Context: an optimization exercise on an open-source flow, tuned for small area, a short achievable clock period and few clock cycles per item. The choices shown serve that exercise and are no tape-out recipe.
Only simulation tests tie the RTL to the original design; equivalence was not proved.

==> design.v <==
package aes_pkg;
    typedef logic [127:0] aes_state_t;
    typedef enum logic [1:0] {
        IDLE = 2'd0,
        RUN  = 2'd1,
        DONE = 2'd2
    } fsm_state_e;
    function automatic logic [7:0] rcon_of(input logic [3:0] r);
        case (r)
            4'd1:    rcon_of = 8'h01;
            4'd2:    rcon_of = 8'h02;
            4'd3:    rcon_of = 8'h04;
            4'd4:    rcon_of = 8'h08;
            4'd5:    rcon_of = 8'h10;
            4'd6:    rcon_of = 8'h20;
            4'd7:    rcon_of = 8'h40;
            4'd8:    rcon_of = 8'h80;
            4'd9:    rcon_of = 8'h1b;
            4'd10:   rcon_of = 8'h36;
            default: rcon_of = 8'h00;
        endcase
    endfunction
    localparam logic [2047:0] SBOX_TBL = {
        128'h637c777bf26b6fc53001672bfed7ab76,
        128'hca82c97dfa5947f0add4a2af9ca472c0,
        128'hb7fd9326363ff7cc34a5e5f171d83115,
        128'h04c723c31896059a071280e2eb27b275,
        128'h09832c1a1b6e5aa0523bd6b329e32f84,
        128'h53d100ed20fcb15b6acbbe394a4c58cf,
        128'hd0efaafb434d338545f9027f503c9fa8,
        128'h51a3408f929d38f5bcb6da2110fff3d2,
        128'hcd0c13ec5f974417c4a77e3d645d1973,
        128'h60814fdc222a908846eeb814de5e0bdb,
        128'he0323a0a4906245cc2d3ac629195e479,
        128'he7c8376d8dd54ea96c56f4ea657aae08,
        128'hba78252e1ca6b4c6e8dd741f4bbd8b8a,
        128'h703eb5664803f60e613557b986c11d9e,
        128'he1f8981169d98e949b1e87e9ce5528df,
        128'h8ca1890dbfe6426841992d0fb054bb16
    };
    function automatic logic [7:0] sbox(input logic [7:0] b);
        sbox = SBOX_TBL[{~b, 3'b000} +: 8];
    endfunction
    function automatic logic [7:0] xtime(input logic [7:0] b);
        xtime = {b[6:0], 1'b0} ^ (b[7] ? 8'h1b : 8'h00);
    endfunction
endpackage
module aes_g_xor2 (input logic a, input logic b, output logic y);
  assign y = a ^ b;
endmodule
module aes_g_xnor2 (input logic a, input logic b, output logic y);
  assign y = ~(a ^ b);
endmodule
module aes_g_nand2 (input logic a, input logic b, output logic y);
  assign y = ~(a & b);
endmodule
module aes_g_nor2 (input logic a, input logic b, output logic y);
  assign y = ~(a | b);
endmodule
module aes_g_a22oi (input logic a1, input logic a2, input logic b1, input logic b2, output logic y);
  assign y = ~((a1 & a2) | (b1 & b2));
endmodule
module aes_g_o21ai (input logic a1, input logic a2, input logic b1, output logic y);
  assign y = ~((a1 | a2) & b1);
endmodule
module aes_g_a21o (input logic a1, input logic a2, input logic b1, output logic y);
  assign y = (a1 & a2) | b1;
endmodule
module aes_sbox_top (
    input  logic [7:0] x,
    output logic [6:0] m
);
  logic U0, U1, U2, U3, U4, U5, U6, U7;
  assign {U0, U1, U2, U3, U4, U5, U6, U7} = x;
  logic T7, T18, T19, M4, T3, T4, T13, T1, T5, M1, M5, T2;
  logic T10, T24, M17, M14, T11, T15, M11, M15, M21, T20, T9, T12;
  logic T16, M9, M6, M10, M19, T25, M23, T26, M8, T21, M7, M18;
  logic T27, M12, M13, M22, T14, M3, T23, T8, M2, M16, M20, M25;
  logic M28, M27, M29, M31, M32, M33, M26, M24, M30, M34, M35, M36;
  aes_g_xnor2 g0 (.a(U1), .b(U2), .y(T7));
  aes_g_xnor2 g1 (.a(U3), .b(U7), .y(T18));
  aes_g_xor2 g2 (.a(T7), .b(T18), .y(T19));
  aes_g_nand2 g3 (.a(T19), .b(U7), .y(M4));
  aes_g_xor2 g4 (.a(U0), .b(U6), .y(T3));
  aes_g_xor2 g5 (.a(U3), .b(U5), .y(T4));
  aes_g_xor2 g6 (.a(T3), .b(T4), .y(T13));
  aes_g_xor2 g7 (.a(U0), .b(U3), .y(T1));
  aes_g_xor2 g8 (.a(U4), .b(U6), .y(T5));
  aes_g_xor2 g9 (.a(T1), .b(T5), .y(m[2]));
  aes_g_nand2 g10 (.a(T13), .b(m[2]), .y(M1));
  aes_g_xor2 g11 (.a(M4), .b(M1), .y(M5));
  aes_g_xor2 g12 (.a(U0), .b(U5), .y(T2));
  aes_g_xnor2 g13 (.a(m[2]), .b(T7), .y(T10));
  aes_g_xor2 g14 (.a(T2), .b(T10), .y(T24));
  aes_g_xor2 g15 (.a(M5), .b(T24), .y(M17));
  aes_g_nand2 g16 (.a(T2), .b(T10), .y(M14));
  aes_g_xor2 g17 (.a(U1), .b(U5), .y(T11));
  aes_g_xor2 g18 (.a(T5), .b(T11), .y(T15));
  aes_g_nand2 g19 (.a(T1), .b(T15), .y(M11));
  aes_g_xnor2 g20 (.a(M14), .b(M11), .y(M15));
  aes_g_xnor2 g21 (.a(M17), .b(M15), .y(M21));
  aes_g_xor2 g22 (.a(T1), .b(T19), .y(T20));
  aes_g_xnor2 g23 (.a(U7), .b(T7), .y(T9));
  aes_g_xor2 g24 (.a(U2), .b(U5), .y(T12));
  aes_g_xor2 g25 (.a(T5), .b(T12), .y(T16));
  aes_g_xor2 g26 (.a(T9), .b(T16), .y(m[1]));
  aes_g_nand2 g27 (.a(T20), .b(m[1]), .y(M9));
  aes_g_nand2 g28 (.a(T3), .b(T16), .y(M6));
  aes_g_xor2 g29 (.a(M9), .b(M6), .y(M10));
  aes_g_xnor2 g30 (.a(M10), .b(M15), .y(M19));
  aes_g_xnor2 g31 (.a(T20), .b(m[1]), .y(T25));
  aes_g_xnor2 g32 (.a(M19), .b(T25), .y(M23));
  aes_g_xnor2 g33 (.a(T3), .b(T16), .y(T26));
  aes_g_xnor2 g34 (.a(T26), .b(M6), .y(M8));
  aes_g_xnor2 g35 (.a(U6), .b(U7), .y(T21));
  aes_g_xor2 g36 (.a(T7), .b(T21), .y(m[0]));
  aes_g_nand2 g37 (.a(m[0]), .b(T9), .y(M7));
  aes_g_xor2 g38 (.a(M8), .b(M7), .y(M18));
  aes_g_xor2 g39 (.a(T1), .b(T12), .y(T27));
  aes_g_nand2 g40 (.a(T4), .b(T27), .y(M12));
  aes_g_xor2 g41 (.a(M12), .b(M11), .y(M13));
  aes_g_xor2 g42 (.a(M18), .b(M13), .y(M22));
  aes_g_xor2 g43 (.a(m[2]), .b(T11), .y(T14));
  aes_g_xnor2 g44 (.a(T14), .b(M1), .y(M3));
  aes_g_xor2 g45 (.a(T2), .b(m[0]), .y(T23));
  aes_g_xor2 g46 (.a(U7), .b(m[2]), .y(T8));
  aes_g_nand2 g47 (.a(T23), .b(T8), .y(M2));
  aes_g_xnor2 g48 (.a(M3), .b(M2), .y(M16));
  aes_g_xor2 g49 (.a(M16), .b(M13), .y(M20));
  aes_g_nand2 g50 (.a(M22), .b(M20), .y(M25));
  aes_g_xor2 g51 (.a(M23), .b(M25), .y(M28));
  aes_g_xnor2 g52 (.a(M20), .b(M21), .y(M27));
  aes_g_nor2 g53 (.a(M28), .b(M27), .y(M29));
  aes_g_xor2 g54 (.a(M21), .b(M29), .y(m[6]));
  aes_g_nand2 g55 (.a(M20), .b(M23), .y(M31));
  aes_g_nor2 g56 (.a(M27), .b(M31), .y(M32));
  aes_g_xor2 g57 (.a(M27), .b(M25), .y(M33));
  aes_g_xor2 g58 (.a(M32), .b(M33), .y(m[5]));
  aes_g_xor2 g59 (.a(M21), .b(M25), .y(M26));
  aes_g_xnor2 g60 (.a(M22), .b(M23), .y(M24));
  aes_g_nor2 g61 (.a(M26), .b(M24), .y(M30));
  aes_g_xor2 g62 (.a(M23), .b(M30), .y(m[4]));
  aes_g_nand2 g63 (.a(M21), .b(M22), .y(M34));
  aes_g_nor2 g64 (.a(M24), .b(M34), .y(M35));
  aes_g_xnor2 g65 (.a(M24), .b(M25), .y(M36));
  aes_g_xnor2 g66 (.a(M35), .b(M36), .y(m[3]));
endmodule
module aes_sbox_bot (
    input  logic [7:0] x,
    input  logic [3:0] m,
    output logic [7:0] y
);
  logic U0, U1, U2, U3, U4, U5, U6, U7;
  assign {U0, U1, U2, U3, U4, U5, U6, U7} = x;
  logic M37, M38, M39, M40;
  assign {M37, M38, M39, M40} = m;
  logic T7, T9, M50, M42, T1, M61, M41, M45, T4, M62, L0, L13;
  logic T2, T21, T22, T23, M56, L16, M63, T5, T6, T10, M54, M43;
  logic T3, M58, L4, L19, L1, L20, M44, M46, T8, M47, T13, M55;
  logic L3, L7, L21, M48, T12, T16, T17, M51, L12, L22, M59, L8;
  logic L18, L2, L23, L15, T11, T15, M52, T27, M53, L9, L24, M49;
  logic L5, L6, L10, L25, L26, L27, T18, T19, T20, M60, L11, L14;
  logic L28, M57, L17, L29;
  aes_g_xnor2 g0 (.a(U1), .b(U2), .y(T7));
  aes_g_xnor2 g1 (.a(U7), .b(T7), .y(T9));
  aes_g_nand2 g2 (.a(M38), .b(T9), .y(M50));
  aes_g_xor2 g3 (.a(M37), .b(M39), .y(M42));
  aes_g_xor2 g4 (.a(U0), .b(U3), .y(T1));
  aes_g_nand2 g5 (.a(M42), .b(T1), .y(M61));
  aes_g_xor2 g6 (.a(M38), .b(M40), .y(M41));
  aes_g_xor2 g7 (.a(M42), .b(M41), .y(M45));
  aes_g_xor2 g8 (.a(U3), .b(U5), .y(T4));
  aes_g_nand2 g9 (.a(M45), .b(T4), .y(M62));
  aes_g_xor2 g10 (.a(M61), .b(M62), .y(L0));
  aes_g_xor2 g11 (.a(M50), .b(L0), .y(L13));
  aes_g_xor2 g12 (.a(U0), .b(U5), .y(T2));
  aes_g_xnor2 g13 (.a(U6), .b(U7), .y(T21));
  aes_g_xor2 g14 (.a(T7), .b(T21), .y(T22));
  aes_g_xor2 g15 (.a(T2), .b(T22), .y(T23));
  aes_g_nand2 g16 (.a(M40), .b(T23), .y(M56));
  aes_g_xor2 g17 (.a(M56), .b(L0), .y(L16));
  aes_g_nand2 g18 (.a(M41), .b(T2), .y(M63));
  aes_g_xor2 g19 (.a(U4), .b(U6), .y(T5));
  aes_g_xor2 g20 (.a(T1), .b(T5), .y(T6));
  aes_g_xnor2 g21 (.a(T6), .b(T7), .y(T10));
  aes_g_nand2 g22 (.a(M41), .b(T10), .y(M54));
  aes_g_xor2 g23 (.a(M37), .b(M38), .y(M43));
  aes_g_xor2 g24 (.a(U0), .b(U6), .y(T3));
  aes_g_nand2 g25 (.a(M43), .b(T3), .y(M58));
  aes_g_xor2 g26 (.a(M54), .b(M58), .y(L4));
  aes_g_xor2 g27 (.a(M63), .b(L4), .y(L19));
  aes_g_xnor2 g28 (.a(M50), .b(M56), .y(L1));
  aes_g_xor2 g29 (.a(L0), .b(L1), .y(L20));
  aes_g_xor2 g30 (.a(M39), .b(M40), .y(M44));
  aes_g_nand2 g31 (.a(M44), .b(T6), .y(M46));
  aes_g_xor2 g32 (.a(U7), .b(T6), .y(T8));
  aes_g_nand2 g33 (.a(M40), .b(T8), .y(M47));
  aes_g_xor2 g34 (.a(T3), .b(T4), .y(T13));
  aes_g_nand2 g35 (.a(M44), .b(T13), .y(M55));
  aes_g_xnor2 g36 (.a(M47), .b(M55), .y(L3));
  aes_g_xnor2 g37 (.a(M46), .b(L3), .y(L7));
  aes_g_xnor2 g38 (.a(L1), .b(L7), .y(L21));
  aes_g_nand2 g39 (.a(M39), .b(U7), .y(M48));
  aes_g_xor2 g40 (.a(U2), .b(U5), .y(T12));
  aes_g_xor2 g41 (.a(T5), .b(T12), .y(T16));
  aes_g_xor2 g42 (.a(T9), .b(T16), .y(T17));
  aes_g_nand2 g43 (.a(M37), .b(T17), .y(M51));
  aes_g_xnor2 g44 (.a(M48), .b(M51), .y(L12));
  aes_g_xnor2 g45 (.a(L3), .b(L12), .y(L22));
  aes_g_nand2 g46 (.a(M38), .b(T22), .y(M59));
  aes_g_xnor2 g47 (.a(M51), .b(M59), .y(L8));
  aes_g_xnor2 g48 (.a(M58), .b(L8), .y(L18));
  aes_g_xnor2 g49 (.a(M46), .b(M48), .y(L2));
  aes_g_xor2 g50 (.a(L18), .b(L2), .y(L23));
  aes_g_xnor2 g51 (.a(M55), .b(L1), .y(L15));
  aes_g_xor2 g52 (.a(U1), .b(U5), .y(T11));
  aes_g_xor2 g53 (.a(T5), .b(T11), .y(T15));
  aes_g_nand2 g54 (.a(M42), .b(T15), .y(M52));
  aes_g_xor2 g55 (.a(T1), .b(T12), .y(T27));
  aes_g_nand2 g56 (.a(M45), .b(T27), .y(M53));
  aes_g_xnor2 g57 (.a(M52), .b(M53), .y(L9));
  aes_g_xnor2 g58 (.a(L15), .b(L9), .y(L24));
  aes_g_nand2 g59 (.a(M43), .b(T16), .y(M49));
  aes_g_xor2 g60 (.a(M49), .b(M61), .y(L5));
  aes_g_xnor2 g61 (.a(M62), .b(L5), .y(L6));
  aes_g_xor2 g62 (.a(M53), .b(L4), .y(L10));
  aes_g_xnor2 g63 (.a(L6), .b(L10), .y(L25));
  aes_g_xnor2 g64 (.a(L7), .b(L9), .y(L26));
  aes_g_xor2 g65 (.a(L8), .b(L10), .y(L27));
  aes_g_xnor2 g66 (.a(U3), .b(U7), .y(T18));
  aes_g_xor2 g67 (.a(T7), .b(T18), .y(T19));
  aes_g_xor2 g68 (.a(T1), .b(T19), .y(T20));
  aes_g_nand2 g69 (.a(M37), .b(T20), .y(M60));
  aes_g_xnor2 g70 (.a(M60), .b(L2), .y(L11));
  aes_g_xnor2 g71 (.a(M52), .b(M61), .y(L14));
  aes_g_xnor2 g72 (.a(L11), .b(L14), .y(L28));
  aes_g_nand2 g73 (.a(M39), .b(T19), .y(M57));
  aes_g_xor2 g74 (.a(M57), .b(L1), .y(L17));
  aes_g_xor2 g75 (.a(L11), .b(L17), .y(L29));
  aes_g_xnor2 g76 (.a(L6), .b(L23), .y(y[0]));
  aes_g_xor2 g77 (.a(L13), .b(L27), .y(y[1]));
  aes_g_xnor2 g78 (.a(L25), .b(L29), .y(y[2]));
  aes_g_xor2 g79 (.a(L20), .b(L22), .y(y[3]));
  aes_g_xnor2 g80 (.a(L6), .b(L21), .y(y[4]));
  aes_g_xnor2 g81 (.a(L19), .b(L28), .y(y[5]));
  aes_g_xnor2 g82 (.a(L16), .b(L26), .y(y[6]));
  aes_g_xnor2 g83 (.a(L6), .b(L24), .y(y[7]));
endmodule
module aes_sbox_bot7 (
    input  logic [7:0] x,
    input  logic [6:0] m,
    output logic [7:0] y
);
  logic U0, U1, U2, U3, U4, U5, U6, U7;
  assign {U0, U1, U2, U3, U4, U5, U6, U7} = x;
  logic M37, M38, M39, M40, T6, T17, T22;
  assign {M37, M38, M39, M40, T6, T17, T22} = m;
  logic T7, T9, M50, M42, T1, M61, M41, M45, T4, M62, L0, L13;
  logic T2, T23, M56, L16, M63, T10, M54, M43, T3, M58, L4, L19;
  logic L1, L20, M44, M46, T8, M47, T13, M55, L3, L7, L21, M48;
  logic M51, L12, L22, M59, L8, L18, L2, L23, L15, T5, T11, T15;
  logic M52, T12, T27, M53, L9, L24, T16, M49, L5, L6, L10, L25;
  logic L26, L27, T18, T19, T20, M60, L11, L14, L28, M57, L17, L29;
  aes_g_xnor2 g0 (.a(U1), .b(U2), .y(T7));
  aes_g_xnor2 g1 (.a(U7), .b(T7), .y(T9));
  aes_g_nand2 g2 (.a(M38), .b(T9), .y(M50));
  aes_g_xor2 g3 (.a(M37), .b(M39), .y(M42));
  aes_g_xor2 g4 (.a(U0), .b(U3), .y(T1));
  aes_g_nand2 g5 (.a(M42), .b(T1), .y(M61));
  aes_g_xor2 g6 (.a(M38), .b(M40), .y(M41));
  aes_g_xor2 g7 (.a(M42), .b(M41), .y(M45));
  aes_g_xor2 g8 (.a(U3), .b(U5), .y(T4));
  aes_g_nand2 g9 (.a(M45), .b(T4), .y(M62));
  aes_g_xor2 g10 (.a(M61), .b(M62), .y(L0));
  aes_g_xor2 g11 (.a(M50), .b(L0), .y(L13));
  aes_g_xor2 g12 (.a(U0), .b(U5), .y(T2));
  aes_g_xor2 g13 (.a(T2), .b(T22), .y(T23));
  aes_g_nand2 g14 (.a(M40), .b(T23), .y(M56));
  aes_g_xor2 g15 (.a(M56), .b(L0), .y(L16));
  aes_g_nand2 g16 (.a(M41), .b(T2), .y(M63));
  aes_g_xnor2 g17 (.a(T6), .b(T7), .y(T10));
  aes_g_nand2 g18 (.a(M41), .b(T10), .y(M54));
  aes_g_xor2 g19 (.a(M37), .b(M38), .y(M43));
  aes_g_xor2 g20 (.a(U0), .b(U6), .y(T3));
  aes_g_nand2 g21 (.a(M43), .b(T3), .y(M58));
  aes_g_xor2 g22 (.a(M54), .b(M58), .y(L4));
  aes_g_xor2 g23 (.a(M63), .b(L4), .y(L19));
  aes_g_xnor2 g24 (.a(M50), .b(M56), .y(L1));
  aes_g_xor2 g25 (.a(L0), .b(L1), .y(L20));
  aes_g_xor2 g26 (.a(M39), .b(M40), .y(M44));
  aes_g_nand2 g27 (.a(M44), .b(T6), .y(M46));
  aes_g_xor2 g28 (.a(U7), .b(T6), .y(T8));
  aes_g_nand2 g29 (.a(M40), .b(T8), .y(M47));
  aes_g_xor2 g30 (.a(T3), .b(T4), .y(T13));
  aes_g_nand2 g31 (.a(M44), .b(T13), .y(M55));
  aes_g_xnor2 g32 (.a(M47), .b(M55), .y(L3));
  aes_g_xnor2 g33 (.a(M46), .b(L3), .y(L7));
  aes_g_xnor2 g34 (.a(L1), .b(L7), .y(L21));
  aes_g_nand2 g35 (.a(M39), .b(U7), .y(M48));
  aes_g_nand2 g36 (.a(M37), .b(T17), .y(M51));
  aes_g_xnor2 g37 (.a(M48), .b(M51), .y(L12));
  aes_g_xnor2 g38 (.a(L3), .b(L12), .y(L22));
  aes_g_nand2 g39 (.a(M38), .b(T22), .y(M59));
  aes_g_xnor2 g40 (.a(M51), .b(M59), .y(L8));
  aes_g_xnor2 g41 (.a(M58), .b(L8), .y(L18));
  aes_g_xnor2 g42 (.a(M46), .b(M48), .y(L2));
  aes_g_xor2 g43 (.a(L18), .b(L2), .y(L23));
  aes_g_xnor2 g44 (.a(M55), .b(L1), .y(L15));
  aes_g_xor2 g45 (.a(U4), .b(U6), .y(T5));
  aes_g_xor2 g46 (.a(U1), .b(U5), .y(T11));
  aes_g_xor2 g47 (.a(T5), .b(T11), .y(T15));
  aes_g_nand2 g48 (.a(M42), .b(T15), .y(M52));
  aes_g_xor2 g49 (.a(U2), .b(U5), .y(T12));
  aes_g_xor2 g50 (.a(T1), .b(T12), .y(T27));
  aes_g_nand2 g51 (.a(M45), .b(T27), .y(M53));
  aes_g_xnor2 g52 (.a(M52), .b(M53), .y(L9));
  aes_g_xnor2 g53 (.a(L15), .b(L9), .y(L24));
  aes_g_xor2 g54 (.a(T5), .b(T12), .y(T16));
  aes_g_nand2 g55 (.a(M43), .b(T16), .y(M49));
  aes_g_xor2 g56 (.a(M49), .b(M61), .y(L5));
  aes_g_xnor2 g57 (.a(M62), .b(L5), .y(L6));
  aes_g_xor2 g58 (.a(M53), .b(L4), .y(L10));
  aes_g_xnor2 g59 (.a(L6), .b(L10), .y(L25));
  aes_g_xnor2 g60 (.a(L7), .b(L9), .y(L26));
  aes_g_xor2 g61 (.a(L8), .b(L10), .y(L27));
  aes_g_xnor2 g62 (.a(U3), .b(U7), .y(T18));
  aes_g_xor2 g63 (.a(T7), .b(T18), .y(T19));
  aes_g_xor2 g64 (.a(T1), .b(T19), .y(T20));
  aes_g_nand2 g65 (.a(M37), .b(T20), .y(M60));
  aes_g_xnor2 g66 (.a(M60), .b(L2), .y(L11));
  aes_g_xnor2 g67 (.a(M52), .b(M61), .y(L14));
  aes_g_xnor2 g68 (.a(L11), .b(L14), .y(L28));
  aes_g_nand2 g69 (.a(M39), .b(T19), .y(M57));
  aes_g_xor2 g70 (.a(M57), .b(L1), .y(L17));
  aes_g_xor2 g71 (.a(L11), .b(L17), .y(L29));
  aes_g_xnor2 g72 (.a(L6), .b(L23), .y(y[0]));
  aes_g_xor2 g73 (.a(L13), .b(L27), .y(y[1]));
  aes_g_xnor2 g74 (.a(L25), .b(L29), .y(y[2]));
  aes_g_xor2 g75 (.a(L20), .b(L22), .y(y[3]));
  aes_g_xnor2 g76 (.a(L6), .b(L21), .y(y[4]));
  aes_g_xnor2 g77 (.a(L19), .b(L28), .y(y[5]));
  aes_g_xnor2 g78 (.a(L16), .b(L26), .y(y[6]));
  aes_g_xnor2 g79 (.a(L6), .b(L24), .y(y[7]));
endmodule
module aes_mixcol (
    input  logic [31:0] col,
    output logic [31:0] res_n
);
  logic [7:0] a [4];
  logic [7:0] d [4];
  logic [7:0] s [4];
  logic [7:0] r [4];
  logic [7:0] b [4];
  assign a[0] = col[31 -: 8];
  assign res_n[31 -: 8] = b[0];
  assign a[1] = col[23 -: 8];
  assign res_n[23 -: 8] = b[1];
  assign a[2] = col[15 -: 8];
  assign res_n[15 -: 8] = b[2];
  assign a[3] = col[7 -: 8];
  assign res_n[7 -: 8] = b[3];
  aes_g_xor2 g0 (.a(a[0][0]), .b(a[1][0]), .y(d[0][0]));
  aes_g_xor2 g1 (.a(a[0][1]), .b(a[1][1]), .y(d[0][1]));
  aes_g_xor2 g2 (.a(a[0][2]), .b(a[1][2]), .y(d[0][2]));
  aes_g_xor2 g3 (.a(a[0][3]), .b(a[1][3]), .y(d[0][3]));
  aes_g_xor2 g4 (.a(a[0][4]), .b(a[1][4]), .y(d[0][4]));
  aes_g_xor2 g5 (.a(a[0][5]), .b(a[1][5]), .y(d[0][5]));
  aes_g_xor2 g6 (.a(a[0][6]), .b(a[1][6]), .y(d[0][6]));
  aes_g_xor2 g7 (.a(a[0][7]), .b(a[1][7]), .y(d[0][7]));
  aes_g_xor2 g8 (.a(a[1][0]), .b(a[2][0]), .y(d[1][0]));
  aes_g_xor2 g9 (.a(a[1][1]), .b(a[2][1]), .y(d[1][1]));
  aes_g_xor2 g10 (.a(a[1][2]), .b(a[2][2]), .y(d[1][2]));
  aes_g_xor2 g11 (.a(a[1][3]), .b(a[2][3]), .y(d[1][3]));
  aes_g_xor2 g12 (.a(a[1][4]), .b(a[2][4]), .y(d[1][4]));
  aes_g_xor2 g13 (.a(a[1][5]), .b(a[2][5]), .y(d[1][5]));
  aes_g_xor2 g14 (.a(a[1][6]), .b(a[2][6]), .y(d[1][6]));
  aes_g_xor2 g15 (.a(a[1][7]), .b(a[2][7]), .y(d[1][7]));
  aes_g_xor2 g16 (.a(a[2][0]), .b(a[3][0]), .y(d[2][0]));
  aes_g_xor2 g17 (.a(a[2][1]), .b(a[3][1]), .y(d[2][1]));
  aes_g_xor2 g18 (.a(a[2][2]), .b(a[3][2]), .y(d[2][2]));
  aes_g_xor2 g19 (.a(a[2][3]), .b(a[3][3]), .y(d[2][3]));
  aes_g_xor2 g20 (.a(a[2][4]), .b(a[3][4]), .y(d[2][4]));
  aes_g_xor2 g21 (.a(a[2][5]), .b(a[3][5]), .y(d[2][5]));
  aes_g_xor2 g22 (.a(a[2][6]), .b(a[3][6]), .y(d[2][6]));
  aes_g_xor2 g23 (.a(a[2][7]), .b(a[3][7]), .y(d[2][7]));
  aes_g_xor2 g24 (.a(a[3][0]), .b(a[0][0]), .y(d[3][0]));
  aes_g_xor2 g25 (.a(a[3][1]), .b(a[0][1]), .y(d[3][1]));
  aes_g_xor2 g26 (.a(a[3][2]), .b(a[0][2]), .y(d[3][2]));
  aes_g_xor2 g27 (.a(a[3][3]), .b(a[0][3]), .y(d[3][3]));
  aes_g_xor2 g28 (.a(a[3][4]), .b(a[0][4]), .y(d[3][4]));
  aes_g_xor2 g29 (.a(a[3][5]), .b(a[0][5]), .y(d[3][5]));
  aes_g_xor2 g30 (.a(a[3][6]), .b(a[0][6]), .y(d[3][6]));
  aes_g_xor2 g31 (.a(a[3][7]), .b(a[0][7]), .y(d[3][7]));
  aes_g_xor2 g32 (.a(a[1][0]), .b(d[2][0]), .y(s[0][0]));
  aes_g_xor2 g33 (.a(a[1][1]), .b(d[2][1]), .y(s[0][1]));
  aes_g_xor2 g34 (.a(a[1][2]), .b(d[2][2]), .y(s[0][2]));
  aes_g_xor2 g35 (.a(a[1][3]), .b(d[2][3]), .y(s[0][3]));
  aes_g_xor2 g36 (.a(a[1][4]), .b(d[2][4]), .y(s[0][4]));
  aes_g_xor2 g37 (.a(a[1][5]), .b(d[2][5]), .y(s[0][5]));
  aes_g_xor2 g38 (.a(a[1][6]), .b(d[2][6]), .y(s[0][6]));
  aes_g_xor2 g39 (.a(a[1][7]), .b(d[2][7]), .y(s[0][7]));
  aes_g_xor2 g40 (.a(a[2][0]), .b(d[3][0]), .y(s[1][0]));
  aes_g_xor2 g41 (.a(a[2][1]), .b(d[3][1]), .y(s[1][1]));
  aes_g_xor2 g42 (.a(a[2][2]), .b(d[3][2]), .y(s[1][2]));
  aes_g_xor2 g43 (.a(a[2][3]), .b(d[3][3]), .y(s[1][3]));
  aes_g_xor2 g44 (.a(a[2][4]), .b(d[3][4]), .y(s[1][4]));
  aes_g_xor2 g45 (.a(a[2][5]), .b(d[3][5]), .y(s[1][5]));
  aes_g_xor2 g46 (.a(a[2][6]), .b(d[3][6]), .y(s[1][6]));
  aes_g_xor2 g47 (.a(a[2][7]), .b(d[3][7]), .y(s[1][7]));
  aes_g_xor2 g48 (.a(a[3][0]), .b(d[0][0]), .y(s[2][0]));
  aes_g_xor2 g49 (.a(a[3][1]), .b(d[0][1]), .y(s[2][1]));
  aes_g_xor2 g50 (.a(a[3][2]), .b(d[0][2]), .y(s[2][2]));
  aes_g_xor2 g51 (.a(a[3][3]), .b(d[0][3]), .y(s[2][3]));
  aes_g_xor2 g52 (.a(a[3][4]), .b(d[0][4]), .y(s[2][4]));
  aes_g_xor2 g53 (.a(a[3][5]), .b(d[0][5]), .y(s[2][5]));
  aes_g_xor2 g54 (.a(a[3][6]), .b(d[0][6]), .y(s[2][6]));
  aes_g_xor2 g55 (.a(a[3][7]), .b(d[0][7]), .y(s[2][7]));
  aes_g_xor2 g56 (.a(a[0][0]), .b(d[1][0]), .y(s[3][0]));
  aes_g_xor2 g57 (.a(a[0][1]), .b(d[1][1]), .y(s[3][1]));
  aes_g_xor2 g58 (.a(a[0][2]), .b(d[1][2]), .y(s[3][2]));
  aes_g_xor2 g59 (.a(a[0][3]), .b(d[1][3]), .y(s[3][3]));
  aes_g_xor2 g60 (.a(a[0][4]), .b(d[1][4]), .y(s[3][4]));
  aes_g_xor2 g61 (.a(a[0][5]), .b(d[1][5]), .y(s[3][5]));
  aes_g_xor2 g62 (.a(a[0][6]), .b(d[1][6]), .y(s[3][6]));
  aes_g_xor2 g63 (.a(a[0][7]), .b(d[1][7]), .y(s[3][7]));
  assign r[0][0] = d[0][7];
  aes_g_xor2 g64 (.a(d[0][0]), .b(d[0][7]), .y(r[0][1]));
  assign r[0][2] = d[0][1];
  aes_g_xor2 g65 (.a(d[0][2]), .b(d[0][7]), .y(r[0][3]));
  aes_g_xor2 g66 (.a(d[0][3]), .b(d[0][7]), .y(r[0][4]));
  assign r[0][5] = d[0][4];
  assign r[0][6] = d[0][5];
  assign r[0][7] = d[0][6];
  assign r[1][0] = d[1][7];
  aes_g_xor2 g67 (.a(d[1][0]), .b(d[1][7]), .y(r[1][1]));
  assign r[1][2] = d[1][1];
  aes_g_xor2 g68 (.a(d[1][2]), .b(d[1][7]), .y(r[1][3]));
  aes_g_xor2 g69 (.a(d[1][3]), .b(d[1][7]), .y(r[1][4]));
  assign r[1][5] = d[1][4];
  assign r[1][6] = d[1][5];
  assign r[1][7] = d[1][6];
  assign r[2][0] = d[2][7];
  aes_g_xor2 g70 (.a(d[2][0]), .b(d[2][7]), .y(r[2][1]));
  assign r[2][2] = d[2][1];
  aes_g_xor2 g71 (.a(d[2][2]), .b(d[2][7]), .y(r[2][3]));
  aes_g_xor2 g72 (.a(d[2][3]), .b(d[2][7]), .y(r[2][4]));
  assign r[2][5] = d[2][4];
  assign r[2][6] = d[2][5];
  assign r[2][7] = d[2][6];
  assign r[3][0] = d[3][7];
  aes_g_xor2 g73 (.a(d[3][0]), .b(d[3][7]), .y(r[3][1]));
  assign r[3][2] = d[3][1];
  aes_g_xor2 g74 (.a(d[3][2]), .b(d[3][7]), .y(r[3][3]));
  aes_g_xor2 g75 (.a(d[3][3]), .b(d[3][7]), .y(r[3][4]));
  assign r[3][5] = d[3][4];
  assign r[3][6] = d[3][5];
  assign r[3][7] = d[3][6];
  aes_g_xnor2 g76 (.a(s[0][0]), .b(r[0][0]), .y(b[0][0]));
  aes_g_xnor2 g77 (.a(s[0][1]), .b(r[0][1]), .y(b[0][1]));
  aes_g_xnor2 g78 (.a(s[0][2]), .b(r[0][2]), .y(b[0][2]));
  aes_g_xnor2 g79 (.a(s[0][3]), .b(r[0][3]), .y(b[0][3]));
  aes_g_xnor2 g80 (.a(s[0][4]), .b(r[0][4]), .y(b[0][4]));
  aes_g_xnor2 g81 (.a(s[0][5]), .b(r[0][5]), .y(b[0][5]));
  aes_g_xnor2 g82 (.a(s[0][6]), .b(r[0][6]), .y(b[0][6]));
  aes_g_xnor2 g83 (.a(s[0][7]), .b(r[0][7]), .y(b[0][7]));
  aes_g_xnor2 g84 (.a(s[1][0]), .b(r[1][0]), .y(b[1][0]));
  aes_g_xnor2 g85 (.a(s[1][1]), .b(r[1][1]), .y(b[1][1]));
  aes_g_xnor2 g86 (.a(s[1][2]), .b(r[1][2]), .y(b[1][2]));
  aes_g_xnor2 g87 (.a(s[1][3]), .b(r[1][3]), .y(b[1][3]));
  aes_g_xnor2 g88 (.a(s[1][4]), .b(r[1][4]), .y(b[1][4]));
  aes_g_xnor2 g89 (.a(s[1][5]), .b(r[1][5]), .y(b[1][5]));
  aes_g_xnor2 g90 (.a(s[1][6]), .b(r[1][6]), .y(b[1][6]));
  aes_g_xnor2 g91 (.a(s[1][7]), .b(r[1][7]), .y(b[1][7]));
  aes_g_xnor2 g92 (.a(s[2][0]), .b(r[2][0]), .y(b[2][0]));
  aes_g_xnor2 g93 (.a(s[2][1]), .b(r[2][1]), .y(b[2][1]));
  aes_g_xnor2 g94 (.a(s[2][2]), .b(r[2][2]), .y(b[2][2]));
  aes_g_xnor2 g95 (.a(s[2][3]), .b(r[2][3]), .y(b[2][3]));
  aes_g_xnor2 g96 (.a(s[2][4]), .b(r[2][4]), .y(b[2][4]));
  aes_g_xnor2 g97 (.a(s[2][5]), .b(r[2][5]), .y(b[2][5]));
  aes_g_xnor2 g98 (.a(s[2][6]), .b(r[2][6]), .y(b[2][6]));
  aes_g_xnor2 g99 (.a(s[2][7]), .b(r[2][7]), .y(b[2][7]));
  aes_g_xnor2 g100 (.a(s[3][0]), .b(r[3][0]), .y(b[3][0]));
  aes_g_xnor2 g101 (.a(s[3][1]), .b(r[3][1]), .y(b[3][1]));
  aes_g_xnor2 g102 (.a(s[3][2]), .b(r[3][2]), .y(b[3][2]));
  aes_g_xnor2 g103 (.a(s[3][3]), .b(r[3][3]), .y(b[3][3]));
  aes_g_xnor2 g104 (.a(s[3][4]), .b(r[3][4]), .y(b[3][4]));
  aes_g_xnor2 g105 (.a(s[3][5]), .b(r[3][5]), .y(b[3][5]));
  aes_g_xnor2 g106 (.a(s[3][6]), .b(r[3][6]), .y(b[3][6]));
  aes_g_xnor2 g107 (.a(s[3][7]), .b(r[3][7]), .y(b[3][7]));
endmodule
module aes_xnor_bank #(
    parameter int unsigned W = 128
) (
    input  logic [W-1:0] a,
    input  logic [W-1:0] b,
    output logic [W-1:0] y
);
  for (genvar i = 0; i < W; i++) begin : g_bit
    aes_g_xnor2 u_x (.a(a[i]), .b(b[i]), .y(y[i]));
  end
endmodule
module aes_sel3_bank #(
    parameter int unsigned W = 128
) (
    input  logic         s0,
    input  logic         s1,
    input  logic         s01,
    input  logic [W-1:0] a,
    input  logic [W-1:0] b,
    input  logic [W-1:0] c_n,
    output logic [W-1:0] y
);
  for (genvar i = 0; i < W; i++) begin : g_bit
    logic x;
    aes_g_a22oi u_p (.a1(s0), .a2(a[i]), .b1(s1), .b2(b[i]), .y(x));
    aes_g_o21ai u_o (.a1(s01), .a2(c_n[i]), .b1(x), .y(y[i]));
  end
endmodule
module aes_hold_bank #(
    parameter int unsigned W = 128
) (
    input  logic         ld_n,
    input  logic [W-1:0] d_n,
    input  logic [W-1:0] q,
    output logic [W-1:0] y
);
  for (genvar i = 0; i < W; i++) begin : g_bit
    logic x;
    aes_g_nand2 u_h (.a(ld_n), .b(q[i]), .y(x));
    aes_g_o21ai u_o (.a1(ld_n), .a2(d_n[i]), .b1(x), .y(y[i]));
  end
endmodule
module aes_xor_bank #(
    parameter int unsigned W = 128
) (
    input  logic [W-1:0] a,
    input  logic [W-1:0] b,
    output logic [W-1:0] y
);
  for (genvar i = 0; i < W; i++) begin : g_bit
    aes_g_xor2 u_x (.a(a[i]), .b(b[i]), .y(y[i]));
  end
endmodule
module aes128_iter_core #(
    parameter int unsigned ROUNDS_PER_CYCLE = 1
) (
    input  logic         clk,
    input  logic         rst_n,
    input  logic         in_valid,
    output logic         in_ready,
    input  logic [127:0] plaintext,
    input  logic [127:0] key,
    output logic         out_valid,
    input  logic         out_ready,
    output logic [127:0] ciphertext
);
    logic [127:0] a_s, a_k;         
    logic [127:0] b_u, b_k;         
    logic [111:0] b_m;              
    logic [15:0]  b_km;             
    logic [127:0] o_ct;             
    logic         o_v;
    logic         va, pa;           
    logic [3:0]   ra;               
    logic         vb, pb, lb;       
    logic [3:0]   rb;               
    logic         fa;               
    logic         fp;               
    logic [127:0] u;
    logic [111:0] m;
    logic [27:0]  km;
    logic [31:0]  w3a;
    aes_xor_bank #(.W(128)) u_ark (.a(a_s), .b(a_k), .y(u));
    for (genvar j = 0; j < 16; j++) begin : g_top
        aes_sbox_top u_st (.x(u[8*j +: 8]), .m(m[7*j +: 7]));
    end
    assign w3a = {a_k[23:0], a_k[31:24]};
    for (genvar j = 0; j < 4; j++) begin : g_ktop
        aes_sbox_top u_kt (.x(w3a[8*j +: 8]), .m(km[7*j +: 7]));
    end
    always_ff @(posedge clk) begin
        b_u  <= u;
        b_m  <= m;
        b_k  <= a_k;
        for (int j = 0; j < 4; j++) b_km[4*j +: 4] <= km[7*j + 3 +: 4];
    end
    logic [127:0] sub, shf, mc_n, kn_n, fin_ct_n;
    logic [31:0]  w3b, subrot;
    logic [31:0]  w0, w1, w2, w3, p0, p1, p2, p3;
    logic [7:0]   rcon;
    for (genvar j = 0; j < 16; j++) begin : g_bot
        aes_sbox_bot7 u_sb (.x(b_u[8*j +: 8]), .m(b_m[7*j +: 7]), .y(sub[8*j +: 8]));
    end
    always_comb begin
        for (int c = 0; c < 4; c++) begin
            for (int r = 0; r < 4; r++) begin
                shf[127-8*(4*c+r) -: 8] = sub[127-8*(4*((c+r)%4)+r) -: 8];
            end
        end
    end
    for (genvar c = 0; c < 4; c++) begin : g_mc
        aes_mixcol u_mc (.col(shf[127-32*c -: 32]), .res_n(mc_n[127-32*c -: 32]));
    end
    assign w3b = {b_k[23:0], b_k[31:24]};
    for (genvar j = 0; j < 4; j++) begin : g_kbot
        aes_sbox_bot u_kb (.x(w3b[8*j +: 8]), .m(b_km[4*j +: 4]), .y(subrot[8*j +: 8]));
    end
    always_comb begin
        case (rb)
            4'd0:    rcon = 8'h01;
            4'd1:    rcon = 8'h02;
            4'd2:    rcon = 8'h04;
            4'd3:    rcon = 8'h08;
            4'd4:    rcon = 8'h10;
            4'd5:    rcon = 8'h20;
            4'd6:    rcon = 8'h40;
            4'd7:    rcon = 8'h80;
            4'd8:    rcon = 8'h1b;
            4'd9:    rcon = 8'h36;
            default: rcon = 8'h00;
        endcase
    end
    assign {w0, w1, w2, w3} = b_k;
    assign p0 = w0 ^ {rcon, 24'h0};
    assign p1 = p0 ^ w1;
    assign p2 = p1 ^ w2;
    assign p3 = p2 ^ w3;
    aes_xnor_bank #(.W(128)) u_kx (.a({p0, p1, p2, p3}), .b({4{subrot}}), .y(kn_n));
    aes_xor_bank #(.W(128)) u_fin (.a(shf), .b(kn_n), .y(fin_ct_n));
    logic o_free, fin, wt, acc;
    logic va_n, pa_n, fa_n;
    logic [3:0] ra_n;
    logic ir_a, fin_n;
    assign o_free   = !o_v || out_ready;
    assign fin      = fp && o_free;
    assign fin_n    = !fin;
    assign wt       = lb && !fin;
    assign ir_a     = !vb || (fp && !o_v);
    aes_g_a21o u_ir (.a1(fp), .a2(out_ready), .b1(ir_a), .y(in_ready));
    assign acc      = in_valid && in_ready;
    logic         sel_hold;
    logic [127:0] a_s_d, a_k_d;
    assign sel_hold = !vb || lb;         
    aes_sel3_bank #(.W(128)) u_sels (.s0(in_ready), .s1(wt), .s01(sel_hold),
                                     .a(plaintext), .b(b_u), .c_n(mc_n), .y(a_s_d));
    aes_sel3_bank #(.W(128)) u_selk (.s0(in_ready), .s1(wt), .s01(sel_hold),
                                     .a(key), .b(b_k), .c_n(kn_n), .y(a_k_d));
    logic [127:0] o_ct_d;
    aes_hold_bank #(.W(128)) u_oh (.ld_n(fin_n), .d_n(fin_ct_n), .q(o_ct), .y(o_ct_d));
    always_ff @(posedge clk) begin
        a_s <= a_s_d;
        a_k <= a_k_d;
        o_ct <= o_ct_d;
    end
    always_comb begin
        va_n = vb && !fin;
        pa_n = pb;
        ra_n = rb + 4'd1;
        if (acc) begin
            va_n = 1'b1;
            pa_n = 1'b0;
            ra_n = 4'd0;
        end else if (wt) begin
            pa_n = ~pb;
            ra_n = rb;
        end
    end
    assign fa_n = !acc && !fa;
    always_ff @(posedge clk) begin
        ra <= ra_n;
        pa <= pa_n;
        rb <= ra;
        pb <= pa;
        fa <= fa_n;
        if (!rst_n) begin
            va  <= 1'b0;
            vb  <= 1'b0;
            lb  <= 1'b0;
            fp  <= 1'b0;
            o_v <= 1'b0;
        end else begin
            va <= va_n;
            vb <= va;
            lb <= va && (ra == 4'd9);
            fp <= va && (ra == 4'd9) && !pa && (!va_n || !fa_n);
            if (fin) begin
                o_v <= 1'b1;
            end else if (out_ready) begin
                o_v <= 1'b0;
            end
        end
    end
    assign out_valid  = o_v;
    assign ciphertext = o_ct;
endmodule
==> flow/run.sh <==
#!/bin/bash
# Layout flow: the standard ORFS flow (standard.sh, unchanged synthesis), with the
# port buffers that placement inserts on every input and output made buf_1 cells
# instead of the default pick, and ORFS settings passed as make variables.
set -euo pipefail
cd "$(dirname "$0")/.."
bash standard.sh "BUFFER_PORTS_ARGS=-buffer_cell sky130_fd_sc_hd__buf_1" finish > standard_flow.log 2>&1
test -f out/final.def
==> standard.sh <==
#!/bin/bash
# synth_recipe.tcl (not shown) runs the flow's synth.tcl, then flattens the netlist and writes it again
# the make line also repeats each setting of config.mk as NAME=value (left out here)
make -C /OpenROAD-flow-scripts/flow DESIGN_CONFIG=/design/flow/config.mk WORK_HOME=/design/flow/orfs CLKGATE_MAP_FILE= SYNTH_SCRIPT=/design/flow/synth_recipe.tcl "${@:-finish}"
==> config.mk <==
export PLATFORM = sky130hd
export DESIGN_NAME = aes128_iter_core
export DESIGN_NICKNAME = aes128_iter_core
export VERILOG_FILES = /design/flow/design.v
export SDC_FILE = /design/flow/constraint.sdc
export NUM_CORES = 4
export LEC_CHECK = 0
export CAP_MARGIN = 20
export CORE_MARGIN = 2
export CORE_UTILIZATION = 55
export PLACE_DENSITY = 0.75
export SETUP_SLACK_MARGIN = 2.8
export SLEW_MARGIN = 20
export SYNTH_HIERARCHICAL = 1
==> constraint.sdc <==
create_clock -name core_clock -period 6.5 [get_ports {clk}]
set_input_delay 1.3000 -clock core_clock [delete_from_list [all_inputs] [get_ports {clk}]]
set_output_delay 1.3000 -clock core_clock [all_outputs]
set_load 0.01 [all_outputs]
==> flow_summary.yaml, run 1 <==
flow_run:
  cap_violations: 0
detailed_routing:
  drc: 0
  wirelength_um: 169300
  wl_met3_um: 14000
  met1Wirelength_um: 69040
  dr_wl_met2_um: 75140
  highest_layer: "met5"
  ant_nets: 0
  drtIter0Drc: 3385
  drt_first_pass_iters: 5
  wl_per_cell_um: 23.07
  via_count: 39700
  vias_per_cell: 5.411
yosys:
  synth-async-reset-ratio_pct: 0
  syn_area_um2: 52320
  yosysSeqAreaShare_pct: 30.30
  netlist_instances: 5488
  synth-edff-count: 0
  synth_ff_type: "dfxtp_1"
  synth-seq-cells: 792
  syn-num-nets: 5749
  yosysMostFrequentCell: "xor2_1"
  synth_top_area_share_pct: 33.76
  ys_types: 29
  yosysTopAreaCell: "xor2_1"
  syn_avg_cell_area_um2: 9.534
  synth_common_cells: "2017 x xor2_1, 1181 x xnor2_1, 792 x dfxtp_1"
  ys_top_cells_by_area: "xor2_1 34%, dfxtp_1 30%, xnor2_1 20%"
  yosys_warnings: 15
timing:
  timing.fmax_ghz: 0.2653
  period_needed_ns: 3.769
  setup_viol: 0
  fin_worst_skew_ns: 0.02388
  finalHoldViolCount: 0
  rsz0062_at_grt: "yes"
  fin_crit_sh_pct: 57.99
  drv_slew: 0
  tightest_slew_ns: 1.071
  slew_headroom_pct: 28.33
die:
  die_h_um: 312.4
  initial_core_util_pct: 55.32
  die-area_um2: 97620
  rows: 113
  dieWidth_um: 312.4
  design.core.area_um2: 94590
  io_pins: 390
worst_setup_path:
  arrival_ns: 4.29
  cp_max_fo: 6
  worstPathRequired_ns: 7.02
  setup.worst_path.start: "b_k[2]"
  r2r_setup_slack_ns: 2.73
  startpoint_type: "flip-flop"
  timing.rr.start: "b_k[2]"
  end_kind: "flip-flop"
  crit_type: "reg -> reg"
clocking:
  clkSinkCount: 792
  cts_buffers: 86
  cts.root.buffer_cell: "clkbuf_16"
  ctsHoldBuffers: 0
  clockBufferDepth: 3
  cts_tree: "built"
  htreeDepth: 3
  path_clk_slew_ns: 0.06
  clk_latency_ns: 0.67
grt:
  grt_pass1_wl_um: 243400
  grt_pass1_vias: 38710
  grt-ovfl-total: 0
  grt_max_degree: 167
  grt_usage_pct: 33.35
  antenna_found_initial: 4
cells_and_area:
  fillers: 7899
  multi_input_area_um2: 37920
  final_util_pct: 63.54
  synthToLayoutAreaGrowth_pct: 14.87
  layout-drive-gt1-share_pct: 10.15
  final_nets: 6265
  final_cells: 7337
  seq_area_um2: 15860
placed_design:
  gp_congestion: 1.023
  dp.cells: 7176
  place_hpwl_um: 135200
  io_buffers: 389
min_path:
  hp-start: "a_k[54]"
  hold_path.class: "reg -> reg"
status:
  status: "finished clean"
final cells by class:
| class | instances | share of cell area, % |
|---|---|---|
| Multi-Input combinational cell | 4691 | 63.09 |
| Sequential cell | 792 | 26.38 |
| Clock buffer | 124 | 4.174 |
| Timing Repair Buffer | 431 | 3.079 |
| Tap cell | 1265 | 2.633 |
| Clock inverter | 31 | 0.6266 |
| Inverter | 2 | 0.01249 |
| Antenna cell | 1 | 0.004163 |
worst paths after layout:
| path | endpoint | depth (start not counted) |
|---|---|---|
| worst max-delay path | o_ct[40] | 11 |
| worst min-delay path | b_k[54] | 0 |
| worst min register to register | b_k[54] | 0 |
| worst max register to register | o_ct[40] | 11 |
metrics by stage:
stage | area [um2] | setup slack, ns | TNS, ns | hold slack, ns
6_report | 60100 | 2.731 | 0 | 0.3638
3_3_place_gp | 55750 | 2.363 | 0 | 0.3308
2_1_floorplan | 52350 | -1.346 | -245.89 | 0.3238
5_1_grt | 60100 | 2.651 | 0 | 0.3679
3_5_place_dp | 55780 | 2.407 | 0 | 0.3412
4_1_cts | 58950 | 2.740 | 0 | 0.3586
placed cells by master (no fill, tap or decap), types with 3 or more instances in the layout:
master and instances:
xor2_1 1934, xnor2_1 1088, dfxtp_1 792, nand2_1 729, buf_1 389, o21ai_1 384
a22oi_2 256, clkbuf_16 89, nor2_1 86, xnor2_2 86, xor2_2 80, buf_4 36
clkbuf_1 20, clkbuf_8 15, clkinv_2 14, xnor2_4 7, bufinv_16 7, buf_12 6
a21oi_1 5, clkinv_4 4, and2_1 3, o21ai_0 3, xor2_4 3, inv_6 3
metal layers:
metal  up-vias  GRT usage, %
met3       462         6.052
met4         4         19.65
met5         -             0
li1      18630             -
met1     18900         43.24
met2      1704         51.92
worst max-delay path: stages, from the launching register on:
cell and delay [ns]:
dfxtp_1 0.53, xor2_1 0.36, xor2_1 0.28, xor2_1 0.17, nand2_1 0.12, xnor2_1 0.28
xnor2_1 0.17, xor2_1 0.40, xnor2_4 0.26, xnor2_1 0.30, xor2_1 0.61, o21ai_1 0.14
repair_timing:
| item | in CTS | in global routing |
|---|---|---|
| resized for setup | 38 | 143 |
| pin swaps | 0 | 7 |
| buffers inserted | 0 | 5 |
| cloned | 0 | 0 |
| endpoints found under the setup margin | 94 | 209 |
flip-flops by register name (all words and copies together) (netlist names), 8 cells and up:
signal	flops
a_s	128
rcon	8
b_m	112
a_k	128
b_km	16
o_ct	128
b_u	128
b_k	128
Yosys stat by module, one instance, submodules excluded, a selection:
module	area [um2]	cells	flip-flops and latches
aes_g_a22oi	12.51	1	0
aes_g_nor2	3.754	1	0
aes_g_o21ai	5.005	1	0
aes_g_a21o	7.507	1	0
aes_g_nand2	3.754	1	0
aes_g_xnor2	8.758	1	0
aes128_iter_core	17080	947	792
aes_g_xor2	8.758	1	0
cell families (layout without fill, tap and decap cells):
logic type	count (synthesis)	count (layout)	synth area share [%]
AO/OA/AOI/OAI	653	653	9.950
XOR/XNOR	3198	3198	53.53
adder cells (fa/ha/maj)	1	1	0.02391
buffers and inverters	5	588	0.03587
flip-flops	792	792	30.30
multiplexers	1	1	0.01913
other	0	1	0
AND/OR/NAND/NOR	838	838	6.136
Testbench counts, summed over its fixed seeds: cycles 16,024, items 1,600.
==> run 2, diff against run 1 <==
--- a/config.mk
+++ b/config.mk
@@ -9,4 +9,6 @@
 export CORE_MARGIN = 2
 export CORE_UTILIZATION = 55
+export CTS_CLUSTER_DIAMETER = 80
+export CTS_CLUSTER_SIZE = 24
 export PLACE_DENSITY = 0.75
 export SETUP_SLACK_MARGIN = 2.8
==> run 2 against run 1 <==
  * Worst setup slack worse by 0.034 ns
  * First-iteration DRC count down 5.4%
  * Die area unchanged
  * Synthesized cell count unchanged
  * Largest cell class unchanged
  * Final cell count down 1.2%
==> flow_summary.yaml, run 2 <==
yosys:
  synth_common_cells: "2017 x xor2_1, 1181 x xnor2_1, 792 x dfxtp_1"
  synth_ff_type: "dfxtp_1"
  yosys_warnings: 15
  synth-edff-count: 0
  syn-num-nets: 5749
  yosysSeqAreaShare_pct: 30.30
  syn_area_um2: 52320
  ys_top_cells_by_area: "xor2_1 34%, dfxtp_1 30%, xnor2_1 20%"
  yosysTopAreaCell: "xor2_1"
  synth_top_area_share_pct: 33.76
  yosysMostFrequentCell: "xor2_1"
  synth-seq-cells: 792
  netlist_instances: 5488
  synth-async-reset-ratio_pct: 0
  syn_avg_cell_area_um2: 9.534
  ys_types: 29
detailed_routing:
  wirelength_um: 167200
  vias_per_cell: 5.410
  via_count: 39200
  drtIter0Drc: 3202
  drc: 0
  drt_first_pass_iters: 5
  ant_nets: 0
  wl_per_cell_um: 23.08
worst_setup_path:
  end_kind: "flip-flop"
  startpoint_type: "flip-flop"
  timing.rr.start: "b_u[86]"
  reg2reg_to: "a_s[114]"
  cp-endpoint: "a_s[114]"
  arrival_ns: 4.31
  r2r_setup_slack_ns: 2.70
  setup.worst_path.start: "b_u[86]"
  rr_worst_depth: 10
  crit_type: "reg -> reg"
  worstPathRequired_ns: 7.01
  cp_max_fo: 4
grt:
  grtUsageMet1_pct: 43.61
  grtUsageMet2_pct: 51.95
  grt_usage_pct: 32.88
  antenna_found_initial: 3
  grt_max_degree: 167
  grt_pass1_wl_um: 240600
  busiest_layer: "met2"
  grt-ovfl-total: 0
  grtUsageMet3_pct: 4.545
  grt_pass1_vias: 38010
clocking:
  cts_tree: "built"
  clk_latency_ns: 0.65
  clkSinkCount: 792
  cts.root.buffer_cell: "clkbuf_16"
  ctsHoldBuffers: 0
  postCtsSetupBuffers: 0
  path_clk_slew_ns: 0.10
  htreeDepth: 2
  cts_buffers: 45
  clockBufferDepth: 3
die:
  die-area_um2: 97620
  rows: 113
  initial_core_util_pct: 55.32
  dieWidth_um: 312.4
  io_pins: 390
  design.core.area_um2: 94590
  die_h_um: 312.4
timing:
  setup_viol: 0
  fin_crit_sh_pct: 58.50
  fin_worst_skew_ns: 0.04331
  timing.fmax_ghz: 0.2630
  rsz0062_at_grt: "yes"
  slew_headroom_pct: 19.87
  tightest_slew_ns: 1.198
  drv_slew: 0
  finalHoldViolCount: 0
  tns_ns: 0
  period_needed_ns: 3.803
cells_and_area:
  final_util_pct: 62.08
  final_nets: 6219
  final_common_cell: "xor2_1"
  layout-drive-gt1-share_pct: 9.247
  synthToLayoutAreaGrowth_pct: 12.22
  layout_common_cells: "1927 x xor2_1, 1085 x xnor2_1, 792 x dfxtp_1, 729 x nand2_1, 389 x buf_1"
placed_design:
  place_hpwl_um: 135200
  gp_congestion: 1.023
  io_buffers: 389
flow_run:
  cap_violations: 0
status:
  status: "finished clean"
min_path:
  hold_path.class: "reg -> reg"
==> run 2: cell counts after synthesis <==
No cell type changed its count.
==> run 2: cell type report <==
class,instances,area (um2)
Antenna cell,1,2.502
Clock buffer,52,1202
Clock inverter,17,225.2
Fill cell,8064,35870
Inverter,2,7.507
Multi-Input combinational cell,4691,38030
Sequential cell,792,15860
Tap cell,1265,1583
Timing Repair Buffer,426,1813
==> run 2: logic make-up after synthesis <==
kind of cell	count (synthesis)	synth area share, %
multiplexers	1	0.01913
buffers and inverters	5	0.03587
XOR/XNOR	3198	53.53
AO/OA/AOI/OAI	653	9.950
adder cells (fa/ha/maj)	1	0.02391
AND/OR/NAND/NOR	838	6.136
flip-flops	792	30.30
==> run 2: worst max-delay path, stage by stage (launching register included) <==
cell and delay (ns):
dfxtp_1 0.38, xnor2_1 0.38, xnor2_1 0.17, nand2_1 0.08
xor2_1 0.24, xor2_1 0.32, xor2_1 0.22, xor2_1 0.95
xor2_1 0.24, xnor2_1 0.53, o21ai_1 0.15
==> run 2: timing repair <==
| item | CTS | global route |
|---|---|---|
| gates resized for setup | 40 | 154 |
| endpoints found under the hold margin | 0 | 0 |
| pin swaps | 0 | 7 |
| endpoints found under the setup margin | 101 | 205 |
==> run 2: worst min-delay path by stage <==
stage	startpoint	endpoint	slack, ns	cells after the start
after floorplan	pa	pb	0.32	0
after global placement	pa	pb	0.33	0
after detailed placement	pa	pb	0.34	0
after CTS	pa	pb	0.35	0
after global routing	pa	pb	0.36	0
final	pa	pb	0.35	0
==> run 2: per-layer routing <==
metal / vias up / part of all wire (%)
met2: 1562 / 45
met5: - / 0
li1: 18490 / -
met4: 0 / 5.8
met1: 18800 / 42
met3: 353 / 7.6
==> run 2: metrics by stage <==
step,area [um2],instances,hold WS [ns],setup slack (ns)
finish,58720,7246,0.3468,2.697
global route,58720,7246,0.3577,2.622
CTS,57510,7245,0.3516,2.740
detailed placement,55780,7176,0.3412,2.407
global placement,55750,7176,0.3308,2.363
floorplan,52350,5488,0.3238,-1.346
==> run 2: modules after synthesis, one instance, submodules excluded, excerpt <==
module	cells	times used	area [um2]	flops+latches
aes128_iter_core	947	1	17080	792
aes_g_nand2	1	728	3.754	0
aes_g_xor2	1	1912	8.758	0
aes_g_o21ai	1	384	5.005	0
aes_g_nor2	1	80	3.754	0
aes_g_a22oi	1	256	12.51	0
aes_g_xnor2	1	1180	8.758	0
==> run 3, diff against run 2 <==
--- a/config.mk
+++ b/config.mk
@@ -9,8 +9,8 @@
 export CORE_MARGIN = 2
 export CORE_UTILIZATION = 55
-export CTS_CLUSTER_DIAMETER = 80
-export CTS_CLUSTER_SIZE = 24
+export CTS_CLUSTER_DIAMETER = 90
+export CTS_CLUSTER_SIZE = 27
 export PLACE_DENSITY = 0.75
-export SETUP_SLACK_MARGIN = 2.8
+export SETUP_SLACK_MARGIN = 3.1
 export SLEW_MARGIN = 20
 export SYNTH_HIERARCHICAL = 1
==> run 3 against run 2 <==
  * Fmax rose by 11%
  * Sequential share of layout area fell by 1.5 points
  * Clock skew fell by 0.0070 ns
  * Largest cell class unchanged
==> flow_summary.yaml, run 3 <==
status:
  status: "finished clean"
clocking:
  path_clk_slew_ns: 0.10
  cts.root.buffer_cell: "clkbuf_16"
  clockBufferDepth: 3
  htreeDepth: 2
  clk_latency_ns: 0.63
  clkSinkCount: 792
  cts_tree: "built"
  cts_buffers: 42
timing:
  period_needed_ns: 3.424
  finalHoldViolCount: 0
  fin_crit_sh_pct: 52.67
  tightest_slew_ns: 1.026
  timing.fmax_ghz: 0.2921
  drv_slew: 0
  fin_worst_skew_ns: 0.03631
  setup_viol: 0
  whs_ns: 0.3599
  rsz0062_at_grt: "yes"
  slew_headroom_pct: 31.09
die:
  dieWidth_um: 312.4
  initial_core_util_pct: 55.32
  die-area_um2: 97620
  io_pins: 390
  design.core.area_um2: 94590
  die_h_um: 312.4
  rows: 113
detailed_routing:
  via_count: 40130
  wl_per_cell_um: 23.26
  vias_per_cell: 5.444
  wirelength_um: 171500
  drc: 0
  drt_first_pass_iters: 7
  drtIter0Drc: 3496
  ant_nets: 0
worst_setup_path:
  max_stage_delay_ns: 0.64
  cpMaxStageDelayCell: "xnor2_1"
  crit_chain: "xor2_1 -> xor2_1 -> nand2_1 -> xnor2_1 -> xnor2_1 -> xnor2_1 -> xnor2_1 -> xor2_1 -> xor2_1 -> xnor2_1 -> o21ai_1"
  arrival_ns: 3.92
  cp_max_fo: 4
  r2r_setup_slack_ns: 3.08
  crit_top_cell: "xnor2_1"
  startpoint_type: "flip-flop"
  worstPathRequired_ns: 7.00
  end_kind: "flip-flop"
  crit_type: "reg -> reg"
yosys:
  yosysTopAreaCell: "xor2_1"
  synth-edff-count: 0
  netlist_instances: 5488
  synth_ff_type: "dfxtp_1"
  ys_types: 29
  synth-async-reset-ratio_pct: 0
  ys_top_cells_by_area: "xor2_1 34%, dfxtp_1 30%, xnor2_1 20%"
  yosysMostFrequentCell: "xor2_1"
  synth_top_area_share_pct: 33.76
  synth_common_cells: "2017 x xor2_1, 1181 x xnor2_1, 792 x dfxtp_1"
  syn_avg_cell_area_um2: 9.534
  syn-num-nets: 5749
  yosysSeqAreaShare_pct: 30.30
  syn_area_um2: 52320
  synth-seq-cells: 792
  yosys_warnings: 15
cells_and_area:
  layout_common_cells: "1809 x xor2_1, 947 x xnor2_1, 770 x dfxtp_1, 729 x nand2_1, 389 x buf_1"
  final_nets: 6343
  final_common_cell: "xor2_1"
  layout-drive-gt1-share_pct: 15.68
  seq_area_um2: 15880
  synthToLayoutAreaGrowth_pct: 19.11
  multi_input_area_um2: 40570
  fillers: 7525
placed_design:
  io_buffers: 389
  place_hpwl_um: 135200
  gp_congestion: 1.023
grt:
  grt_pass1_wl_um: 243200
  antenna_found_initial: 4
  grt_usage_pct: 33.26
  grt_max_degree: 167
  grt-ovfl-total: 0
  grt_pass1_vias: 38590
min_path:
  hold_path.class: "reg -> reg"
flow_run:
  cap_violations: 0
==> run 3: cell counts after synthesis <==
Identical to the previous run, type by type.
==> run 3: timing repair <==
action / 4_1_cts / 5_1_grt
resized for setup: 222 / 305
buffers inserted: 25 / 102
pin swaps: 22 / 64
setup endpoints to repair: 338 / 329
hold buffers: 0 / 0
==> run 3: layout make-up <==
cell class                      instances  share of cell area, %
Multi-Input combinational cell       4691                  65.10
Sequential cell                       792                  25.48
Timing Repair Buffer                  553                  4.579
Tap cell                             1265                  2.540
Clock buffer                           49                  1.879
Clock inverter                         18                 0.3995
Inverter                                2                0.01205
Antenna cell                            2               0.008031
==> run 3: Yosys stat by module, one instance, submodules excluded, excerpt <==
module | cells | copies in the design | flops+latches | area, um2
aes_g_nand2 | 1 | 728 | 0 | 3.754
aes_g_xor2 | 1 | 1912 | 0 | 8.758
aes_g_a22oi | 1 | 256 | 0 | 12.51
aes128_iter_core | 947 | 1 | 792 | 17080
aes_g_nor2 | 1 | 80 | 0 | 3.754
aes_g_xnor2 | 1 | 1180 | 0 | 8.758
aes_g_a21o | 1 | 1 | 0 | 7.507
aes_g_o21ai | 1 | 384 | 0 | 5.005
==> run 3: worst paths after layout <==
check	start	cells past startpoint	to
setup / recovery	b_u[52]	11	a_s[68]
hold / removal	pa	0	pb
setup reg to reg	b_u[52]	11	a_s[68]
hold reg to reg	pa	0	pb
==> run 3: cells by family after synthesis <==
| kind of cell | synth area share (%) |
|---|---|
| mux | 0.01913 |
| simple gates | 6.136 |
| compound gates | 9.950 |
| fa+ha+maj | 0.02391 |
| xor+xnor | 53.53 |
| flops | 30.30 |
| buf+inv | 0.03587 |
==> run 3: routing by layer <==
layer	wire (um)	vias up	global-route usage [%]
met5	13	-	0
met4	11860	2	19.45
met3	14000	433	4.678
met2	76650	1808	51.99
met1	68970	19240	43.91
li1	-	18650	-
==> run 3: critical path: cells and delay by family, from the launching register on <==
kind | cells | cell delay, ns
xor+xnor | 9 | 2.53
flops | 1 | 0.54
simple gates | 1 | 0.12
compound gates | 1 | 0.08
==> run 3: stage by stage <==
stage,setup WS (ns),area [um2],TNS [ns],util (%),cells
after floorplan,-1.346,52350,-245.89,-,5488
after global placement,2.363,55750,0,58.94,7176
after detailed placement,2.407,55780,0,58.97,7176
after CTS,2.927,59130,0,62.51,7268
after global routing,2.929,62320,0,65.89,7371
final,3.076,62320,0,65.89,7372

[afterwards: timing with drivers on the ports]
No port has a modelled driver above. Below, the same layouts with a new extraction and two added sets of constraints. Step 1, drivers: a clkbuf_16 drives clk and a buf_2 each remaining input, both assumed. Step 2 times the ports against the registers' clock, not the clock port: input delays grow and output delays shrink by t, the midpoint of the rising clock arrivals with the driver on. Slacks: ideal ports / drivers / drivers and shift; pairs: ideal ports / drivers.
| run | shift t [ns] | slack for setup (ns) | worst hold slack (ns) | latest minus earliest clock arrival (ns) | worst data-port slew with drivers (ns) |
|---|---|---|---|---|---|
| run 1 | 0.732 | 2.731 / 2.731 / 2.731 | 0.364 / 0.364 / 0.364 | 0.028 / 0.028 | 0.10 |
| run 2 | 0.709 | 2.697 / 2.697 / 2.697 | 0.347 / 0.347 / 0.347 | 0.048 / 0.047 | 0.11 |
| run 3 | 0.693 | 3.076 / 3.076 / 2.799 | 0.360 / 0.360 / 0.360 | 0.041 / 0.041 | 0.12 |
After both steps every run listed still meets setup and hold. For run 3, which loses most, drivers alone change the setup slack by 0.000 ns; drivers and shift together by -0.277 ns.
